From an optimization exercise on the open Yosys and OpenROAD flow, aimed at a short achievable clock period and few clock cycles; shortcuts taken in it are not production practice.
The RTL was checked by simulation tests, not by an equivalence proof against the original design.
No activity file was given, so power comes from the tool's default toggle rates.

$ cat flow/run.sh
#!/bin/bash
# synth_recipe.tcl (not shown) runs the flow's synth.tcl, then flattens the netlist and writes it again
# the make line also repeats each setting of config.mk as NAME=value (left out here)
make -C /OpenROAD-flow-scripts/flow DESIGN_CONFIG=/design/flow/config.mk WORK_HOME=/design/flow/orfs CLKGATE_MAP_FILE= SYNTH_SCRIPT=/design/flow/synth_recipe.tcl finish
$ cat flow/config.mk
export PLATFORM = sky130hd
export DESIGN_NAME = cpu_top
export DESIGN_NICKNAME = cpu_top
export VERILOG_FILES = /design/flow/design.v
export SDC_FILE = /design/flow/constraint.sdc
export NUM_CORES = 4
export LEC_CHECK = 0
export CAP_MARGIN = 20
export CORE_MARGIN = 2
export CORE_UTILIZATION = 55
export GPL_TIMING_DRIVEN = 1
export SETUP_SLACK_MARGIN = 3
export SLEW_MARGIN = 20
export TNS_END_PERCENT = 10
$ cat flow/constraint.sdc
create_clock -name core_clock -period 8.0 [get_ports {i_clk}]
set_input_delay 1.6000 -clock core_clock [delete_from_list [all_inputs] [get_ports {i_clk}]]
set_output_delay 1.6000 -clock core_clock [all_outputs]
set_load 0.01 [all_outputs]
$ cat flow/design.v
`default_nettype none
package cpu_pkg;
	localparam int data_w = 8;
	localparam logic [data_w-1:0] op_halt = 8'h00;
	localparam logic [data_w-1:0] op_noop = 8'h01;
	localparam logic [data_w-1:0] op_jump = 8'h03;
	localparam logic [data_w-1:0] op_math = 8'h04;
	localparam logic [data_w-1:0] op_ldfi = 8'h06;
	localparam logic [data_w-1:0] op_cpfr = 8'h08;
	localparam logic [data_w-1:0] op_stom = 8'h09;
	localparam logic [data_w-1:0] op_jinz = 8'h0a;
	localparam logic [data_w-1:0] sel_rax = 8'd9;
endpackage
`default_nettype wire
`timescale 1ns/10ps
`default_nettype none
module cpu_alu (
	input wire [7:0] i_a,
	input wire [7:0] i_b,
	input wire [2:0] i_op,
	output logic [7:0] o_result,
	output logic o_zero
);
	always_comb begin
		case (i_op)
			3'd0: o_result = i_a + i_b;
			3'd1: o_result = i_a - i_b;
			3'd2: o_result = i_a & i_b;
			3'd3: o_result = i_a | i_b;
			3'd4: o_result = i_a ^ i_b;
			default: o_result = '0;
		endcase
	end
	assign o_zero = (o_result == '0);
endmodule
`default_nettype wire
`timescale 1ns/10ps
`default_nettype none
module cpu_top (
	input wire i_clk,
	input wire i_reset,
	input wire i_load_addr,
	input wire i_load_data,
	input wire i_execute,
	input wire [7:0] i_data_in,
	output logic [7:0] o_data_out,
	output logic o_waiting
);
	typedef enum logic [2:0] {
		md_wait,       
		md_run,        
		md_hold,       
		md_addr,       
		md_gap,        
		md_data        
	} mode_t;
	mode_t m_mode;
	logic m_first;                
	logic m_rel;                  
	logic [255:0] m_bit [10];
	logic [7:0] a_op, a_b1, a_b2;
	logic [7:0] b_op, b_b1, b_b2;
	logic b_valid;                
	logic [7:0] rip_b, rip_b1, rip_b2, rip_b3;    
	logic [255:0] rb_oh;          
	logic [7:0] m_gpr [4];
	logic [7:0] m_rax;
	logic m_zf;
	logic [255:0] m_addr_oh;      
	logic [7:0] m_pdata;          
	logic m_pwrite;
	logic [7:0] m_dout;
	function automatic logic [255:0] onehot(input logic [7:0] x);
		for (int i = 0; i < 256; i++)
			onehot[i] = (x == 8'(i));
	endfunction
	function automatic logic [255:0] rot(input logic [255:0] v, input int k);
		logic [511:0] d;
		d = {v, v} << k;
		rot = d[511:256];
	endfunction
	function automatic logic [7:0] rd(input logic [255:0] oh, input int k,
		input logic [255:0] b0, input logic [255:0] b1, input logic [255:0] b2,
		input logic [255:0] b3, input logic [255:0] b4, input logic [255:0] b5,
		input logic [255:0] b6, input logic [255:0] b7);
		logic [255:0] s;
		s = rot(oh, k);
		rd[0] = |(s & b0);
		rd[1] = |(s & b1);
		rd[2] = |(s & b2);
		rd[3] = |(s & b3);
		rd[4] = |(s & b4);
		rd[5] = |(s & b5);
		rd[6] = |(s & b6);
		rd[7] = |(s & b7);
	endfunction
	function automatic logic [1:0] len_of(input logic [7:0] op);
		len_of[0] = (op == cpu_pkg::op_jump) | (op == cpu_pkg::op_math) | (op == cpu_pkg::op_jinz);
		len_of[1] = (op == cpu_pkg::op_ldfi) | (op == cpu_pkg::op_cpfr) | (op == cpu_pkg::op_stom);
	endfunction
	logic a_noop, a_jump, a_math, a_ldfi, a_cpfr, a_stom, a_jinz, a_halt;
	logic b_noop, b_jump, b_math, b_ldfi, b_cpfr, b_stom, b_jinz, b_halt;
	assign a_noop = (a_op == cpu_pkg::op_noop);
	assign a_jump = (a_op == cpu_pkg::op_jump);
	assign a_math = (a_op == cpu_pkg::op_math);
	assign a_ldfi = (a_op == cpu_pkg::op_ldfi);
	assign a_cpfr = (a_op == cpu_pkg::op_cpfr);
	assign a_stom = (a_op == cpu_pkg::op_stom);
	assign a_jinz = (a_op == cpu_pkg::op_jinz);
	assign a_halt = !(a_noop | a_jump | a_math | a_ldfi | a_cpfr | a_stom | a_jinz);
	assign b_noop = (b_op == cpu_pkg::op_noop);
	assign b_jump = (b_op == cpu_pkg::op_jump);
	assign b_math = (b_op == cpu_pkg::op_math);
	assign b_ldfi = (b_op == cpu_pkg::op_ldfi);
	assign b_cpfr = (b_op == cpu_pkg::op_cpfr);
	assign b_stom = (b_op == cpu_pkg::op_stom);
	assign b_jinz = (b_op == cpu_pkg::op_jinz);
	assign b_halt = !(b_noop | b_jump | b_math | b_ldfi | b_cpfr | b_stom | b_jinz);
	logic a_taken, b_taken;
	assign a_taken = a_jump | (a_jinz & !m_zf);
	assign b_taken = b_jump | (b_jinz & !m_zf);
	logic [7:0] da_rb, da_b1, db_rb;
	assign da_rb = a_b2 - rip_b;
	assign da_b1 = a_b2 - b_b1;
	assign db_rb = b_b2 - rip_b;
	logic st_hit_b;
	logic pair;
	assign st_hit_b = a_stom & (da_rb < 8'd3);
	assign pair = b_valid & !a_jump & !a_jinz & !(a_math & b_jinz) & !st_hit_b;
	logic idle;
	assign idle = !((m_mode == md_run) | ((m_mode == md_wait) & !m_first)) | a_halt;
	logic go, exec_a, exec_b, ending;
	assign go = !i_reset & ((m_mode == md_run) | ((m_mode == md_wait) & !m_first & i_execute));
	assign exec_a = go & !a_halt;
	assign exec_b = exec_a & pair & !b_halt;
	assign ending = a_halt | (pair & b_halt);
	logic [7:0] a_sdata, a_cdata, a_val, a_alu;
	logic a_zero;
	assign a_sdata = a_b1[3] ? m_rax : m_gpr[a_b1[1:0]];
	assign a_cdata = a_b2[3] ? m_rax : m_gpr[a_b2[1:0]];
	assign a_val = a_ldfi ? a_b2 : a_cdata;
	cpu_alu u_alu_a (
		.i_a(m_gpr[0]),
		.i_b(m_gpr[1]),
		.i_op(a_b1[2:0]),
		.o_result(a_alu),
		.o_zero(a_zero)
	);
	logic [7:0] x_gpr [4];
	logic [7:0] x_rax;
	always_comb begin
		for (int i = 0; i < 4; i++)
			x_gpr[i] = ((a_ldfi | a_cpfr) & (a_b1[1:0] == 2'(i))) ? a_val : m_gpr[i];
		x_rax = a_math ? a_alu : m_rax;
	end
	logic [7:0] b_sdata, b_cdata, b_val, b_alu;
	logic b_zero;
	assign b_sdata = b_b1[3] ? x_rax : x_gpr[b_b1[1:0]];
	assign b_cdata = b_b2[3] ? x_rax : x_gpr[b_b2[1:0]];
	assign b_val = b_ldfi ? b_b2 : b_cdata;
	cpu_alu u_alu_b (
		.i_a(x_gpr[0]),
		.i_b(x_gpr[1]),
		.i_op(b_b1[2:0]),
		.o_result(b_alu),
		.o_zero(b_zero)
	);
	always_ff @(posedge i_clk) begin
		for (int i = 0; i < 4; i++) begin
			if (exec_b & (b_ldfi | b_cpfr) & (b_b1[1:0] == 2'(i)))
				m_gpr[i] <= b_val;
			else if (exec_a & (a_ldfi | a_cpfr) & (a_b1[1:0] == 2'(i)))
				m_gpr[i] <= a_val;
		end
		if (exec_b & b_math)
			m_rax <= b_alu;
		else if (exec_a & a_math)
			m_rax <= a_alu;
	end
	always_ff @(posedge i_clk) begin
		if (i_reset)
			m_zf <= 1'b0;
		else if (exec_b & b_math)
			m_zf <= b_zero;
		else if (exec_a & a_math)
			m_zf <= a_zero;
	end
	logic [255:0] a_wsel, b_wsel;
	logic [9:0] a_wdata, b_wdata, p_wdata;
	assign a_wsel = onehot(a_b2);
	assign b_wsel = onehot(b_b2);
	assign a_wdata = {len_of(a_sdata), a_sdata};
	assign b_wdata = {len_of(b_sdata), b_sdata};
	assign p_wdata = {len_of(m_pdata), m_pdata};
	always_ff @(posedge i_clk) begin
		for (int a = 0; a < 256; a++) begin
			for (int b = 0; b < 10; b++) begin
				if (m_pwrite & m_addr_oh[a])
					m_bit[b][a] <= p_wdata[b];
				else if (exec_b & b_stom & b_wsel[a])
					m_bit[b][a] <= b_wdata[b];
				else if (exec_a & a_stom & a_wsel[a])
					m_bit[b][a] <= a_wdata[b];
			end
		end
	end
	logic [1:0] b_len;           
	assign b_len = len_of(b_op);
	logic [255:0] s_oh, p_oh, fa_oh;
	always_comb begin
		s_oh = a_taken ? onehot(a_b1) : rb_oh;
		if (b_taken)
			p_oh = onehot(b_b1);
		else if (b_len[1])
			p_oh = rot(rb_oh, 3);
		else if (b_len[0])
			p_oh = rot(rb_oh, 2);
		else
			p_oh = rot(rb_oh, 1);
		if (idle)
			fa_oh = 256'd1;
		else
			fa_oh = pair ? p_oh : s_oh;
	end
	logic [7:0] npc;
	always_comb begin
		if (idle)
			npc = 8'd0;
		else if (!pair)
			npc = a_taken ? a_b1 : rip_b;
		else if (b_taken)
			npc = b_b1;
		else
			npc = b_len[1] ? rip_b3 : b_len[0] ? rip_b2 : rip_b1;
	end
	logic [8:0] hit_a, hit_b;
	always_comb begin
		for (int j = 0; j < 9; j++) begin
			hit_a[j] = !idle & a_stom & (
				(!pair & (da_rb == 8'(j))) |
				(pair & b_taken & (da_b1 == 8'(j))) |
				(pair & !b_taken & !b_len[1] & !b_len[0] & (da_rb == 8'(j + 1))) |
				(pair & !b_taken & b_len[0] & (da_rb == 8'(j + 2))) |
				(pair & !b_taken & b_len[1] & (da_rb == 8'(j + 3))));
			hit_b[j] = !idle & pair & b_stom & (
				(!b_len[1] & !b_len[0] & (db_rb == 8'(j + 1))) |
				(b_len[0] & (db_rb == 8'(j + 2))) |
				(b_len[1] & (db_rb == 8'(j + 3))));
		end
	end
	logic [255:0] l1, d_oh;
	assign l1 = ~(m_bit[8] | m_bit[9]);
	assign d_oh = rot(fa_oh & l1, 1) | rot(fa_oh & m_bit[8], 2) | rot(fa_oh & m_bit[9], 3);
	logic [7:0] c_rd [3];
	logic [7:0] d_rd [3];
	logic [1:0] c_len_rd;
	always_comb begin
		for (int k = 0; k < 3; k++) begin
			c_rd[k] = rd(fa_oh, k, m_bit[0], m_bit[1], m_bit[2], m_bit[3], m_bit[4],
				m_bit[5], m_bit[6], m_bit[7]);
			d_rd[k] = rd(d_oh, k, m_bit[0], m_bit[1], m_bit[2], m_bit[3], m_bit[4],
				m_bit[5], m_bit[6], m_bit[7]);
		end
		c_len_rd[0] = |(fa_oh & m_bit[8]);
		c_len_rd[1] = |(fa_oh & m_bit[9]);
	end
	logic [7:0] c_w [3];
	logic [1:0] c_len;
	logic d_ok;
	always_comb begin
		for (int k = 0; k < 3; k++) begin
			if (hit_b[k])
				c_w[k] = b_sdata;
			else if (hit_a[k])
				c_w[k] = a_sdata;
			else
				c_w[k] = c_rd[k];
		end
		if (hit_b[0])
			c_len = len_of(b_sdata);
		else if (hit_a[0])
			c_len = len_of(a_sdata);
		else
			c_len = c_len_rd;
		d_ok = !(|hit_a[5:0]) & !(|hit_b[5:0]);
	end
	logic hold_ir;
	assign hold_ir = (m_mode == md_wait) & !m_first & !i_execute;
	always_ff @(posedge i_clk) begin
		if (!hold_ir) begin
			a_op <= c_w[0];
			a_b1 <= c_w[1];
			a_b2 <= c_w[2];
			b_op <= d_rd[0];
			b_b1 <= d_rd[1];
			b_b2 <= d_rd[2];
			b_valid <= d_ok;
			if (c_len[1]) begin
				rip_b <= npc + 8'd3;
				rip_b1 <= npc + 8'd4;
				rip_b2 <= npc + 8'd5;
				rip_b3 <= npc + 8'd6;
				rb_oh <= rot(fa_oh, 3);
			end else if (c_len[0]) begin
				rip_b <= npc + 8'd2;
				rip_b1 <= npc + 8'd3;
				rip_b2 <= npc + 8'd4;
				rip_b3 <= npc + 8'd5;
				rb_oh <= rot(fa_oh, 2);
			end else begin
				rip_b <= npc + 8'd1;
				rip_b1 <= npc + 8'd2;
				rip_b2 <= npc + 8'd3;
				rip_b3 <= npc + 8'd4;
				rb_oh <= rot(fa_oh, 1);
			end
		end
	end
	always_ff @(posedge i_clk) begin
		if (i_reset) begin
			m_mode <= md_wait;
			m_pwrite <= 1'b0;
			m_rel <= 1'b0;
			m_first <= 1'b1;
		end else begin
			m_pwrite <= 1'b0;
			m_first <= ((m_mode == md_run) & !a_halt) | (m_mode == md_data);
			case (m_mode)
				md_wait: begin
					if (i_load_addr) begin
						m_mode <= md_addr;
					end else if (i_execute & !m_first) begin
						m_mode <= ending ? md_hold : md_run;
					end
					m_rel <= 1'b0;
				end
				md_run: begin
					if (ending)
						m_mode <= (m_rel | !i_execute) ? md_wait : md_hold;
					m_rel <= m_rel | !i_execute;
				end
				md_hold: if (!i_execute) m_mode <= md_wait;
				md_addr: if (!i_load_addr) m_mode <= md_gap;
				md_gap: if (i_load_data) begin
					m_mode <= md_data;
					m_pwrite <= 1'b1;
				end
				md_data: if (!i_load_data) m_mode <= md_wait;
				default: m_mode <= md_wait;
			endcase
		end
	end
	always_ff @(posedge i_clk) begin
		if (m_mode == md_wait && i_load_addr)
			m_addr_oh <= onehot(i_data_in);
		if (m_mode == md_gap && i_load_data)
			m_pdata <= i_data_in;
	end
	always_ff @(posedge i_clk) begin
		if (m_mode == md_gap && i_load_data)
			m_dout <= i_data_in;
		else if (m_mode != md_data)
			m_dout <= rd(m_addr_oh, 0, m_bit[0], m_bit[1], m_bit[2], m_bit[3], m_bit[4],
				m_bit[5], m_bit[6], m_bit[7]);
	end
	assign o_data_out = m_dout;
	assign o_waiting = (m_mode == md_wait) | ((m_mode == md_run) & a_halt & m_rel);
endmodule
`default_nettype wire
==> results_dict.tcl <==
set metrics [dict create \
    synth_edf_count 3207 \
    root_buffer "clkbuf_16" \
    fp.dieH_um 698 \
    clock-sinks 3214 \
    gp_congestion 2.69 \
    fp.dieW_um 698 \
    track_usage_pct 158 \
    overflow 213000 \
    syn-num-nets 33400 \
    tool.error "[ERROR GRT-0116] Global routing finished with congestion. Check the congestion regions in the DRC Viewer." \
    syn_area_mm2 0.265 \
    syn-instance-count 33300 \
    numCtsBuffers 363 \
    cts_max_path_buffers 4 \
    grt_pass1_vias 400000 \
    portBuffers 21 \
    yosysSeqAreaShare_pct 36.4 \
    core.rowCount 254 \
    grt_max_degree 138 \
    async_flop_share_pct 0 \
    status "stopped before the end" \
    synth_seq_cells 3214 \
    stop_stage "global routing" \
    grt_pass1_wl_mm 4980 \
    synth_ff_type "edfxtp_1" \
    dp_slack_ns 0.276 \
    hpwl_mm 2520 \
    ys_types 107 \
    yosysWarnings 14 \
    io_pins 22 \
    htree_levels 5 \
    avgSynthCellArea_um2 7.97 \
    start_util_pct 55.3 \
]
cell families after synthesis:
family                     count (synthesis)  synth area share, %
and+or+nand+nor                        10900                 17.8
xor gates and xnor gates                  65                0.215
adders and majority gates                 83                0.406
AOI/OAI and AO/OA                      14500                 37.9
DFF                                     3214                 36.4
buffers and inverters                   4248                 6.26
muxes                                    250                 1.07
power groups by stage:
stage,combinational (mW),clock [mW],sequential [mW]
floorplan,18.4,0,22.4
global placement,33.1,0,23.1
detailed placement,33.9,0,23.1
CTS,37.7,16.4,22.8
Yosys cell counts, types with 425 or more instances:
master       n  area (um^2)
edfxtp_1  3207        96300
o21ai_0   3044        15200
a22o_1    1613        14100
nand2_1   4814        18100
nor2_1    3157        11900
nand3_1    769         3850
clkbuf_1  3263        12200
nand4_1   1041         6510
buf_1      559         2100
a22oi_1   3302        24800
nor3_1     425         2130
a21oi_1   2778        13900
a221oi_1  1877        16400
worst max path at each step:
stage / to / slack (ns) / depth (start not counted) / startpoint
CTS: b_op[4]$_DFFE_PN_ / 1.62 / 27 / a_b2[0]$_DFFE_PN_
detailed placement: b_op[4]$_DFFE_PN_ / 0.28 / 23 / a_b2[0]$_DFFE_PN_
global placement: b_b1[3]$_DFFE_PN_ / -0.13 / 22 / a_b2[0]$_DFFE_PN_
floorplan: b_b2[7]$_DFFE_PN_ / 2.56 / 23 / a_b2[0]$_DFFE_PN_
metal layers:
metal  global-route usage [%]  GRT overflow
met4                      129         15800
met3                      121         19900
met1                      156         68200
met2                      206        107000
met5                      110          2049
repair_timing:
| action | in CTS |
|---|---|
| resized for setup | 1840 |
| buffers inserted | 720 |
| pin swaps | 531 |
| hold buffers | 0 |
| setup endpoints to repair | 5484 |
| gates cloned | 127 |
metrics by stage:
stage	power, mW	cell area [um^2]	setup TNS, ns	cells	util, %
detailed placement	57.1	292000	0	39100	61.0
CTS	76.9	321000	0	40600	67.0
global placement	56.3	292000	-0.180	39000	60.9
floorplan	40.7	265000	0	33300	-
Testbench counts, summed over its fixed seeds: cycles 8,234.
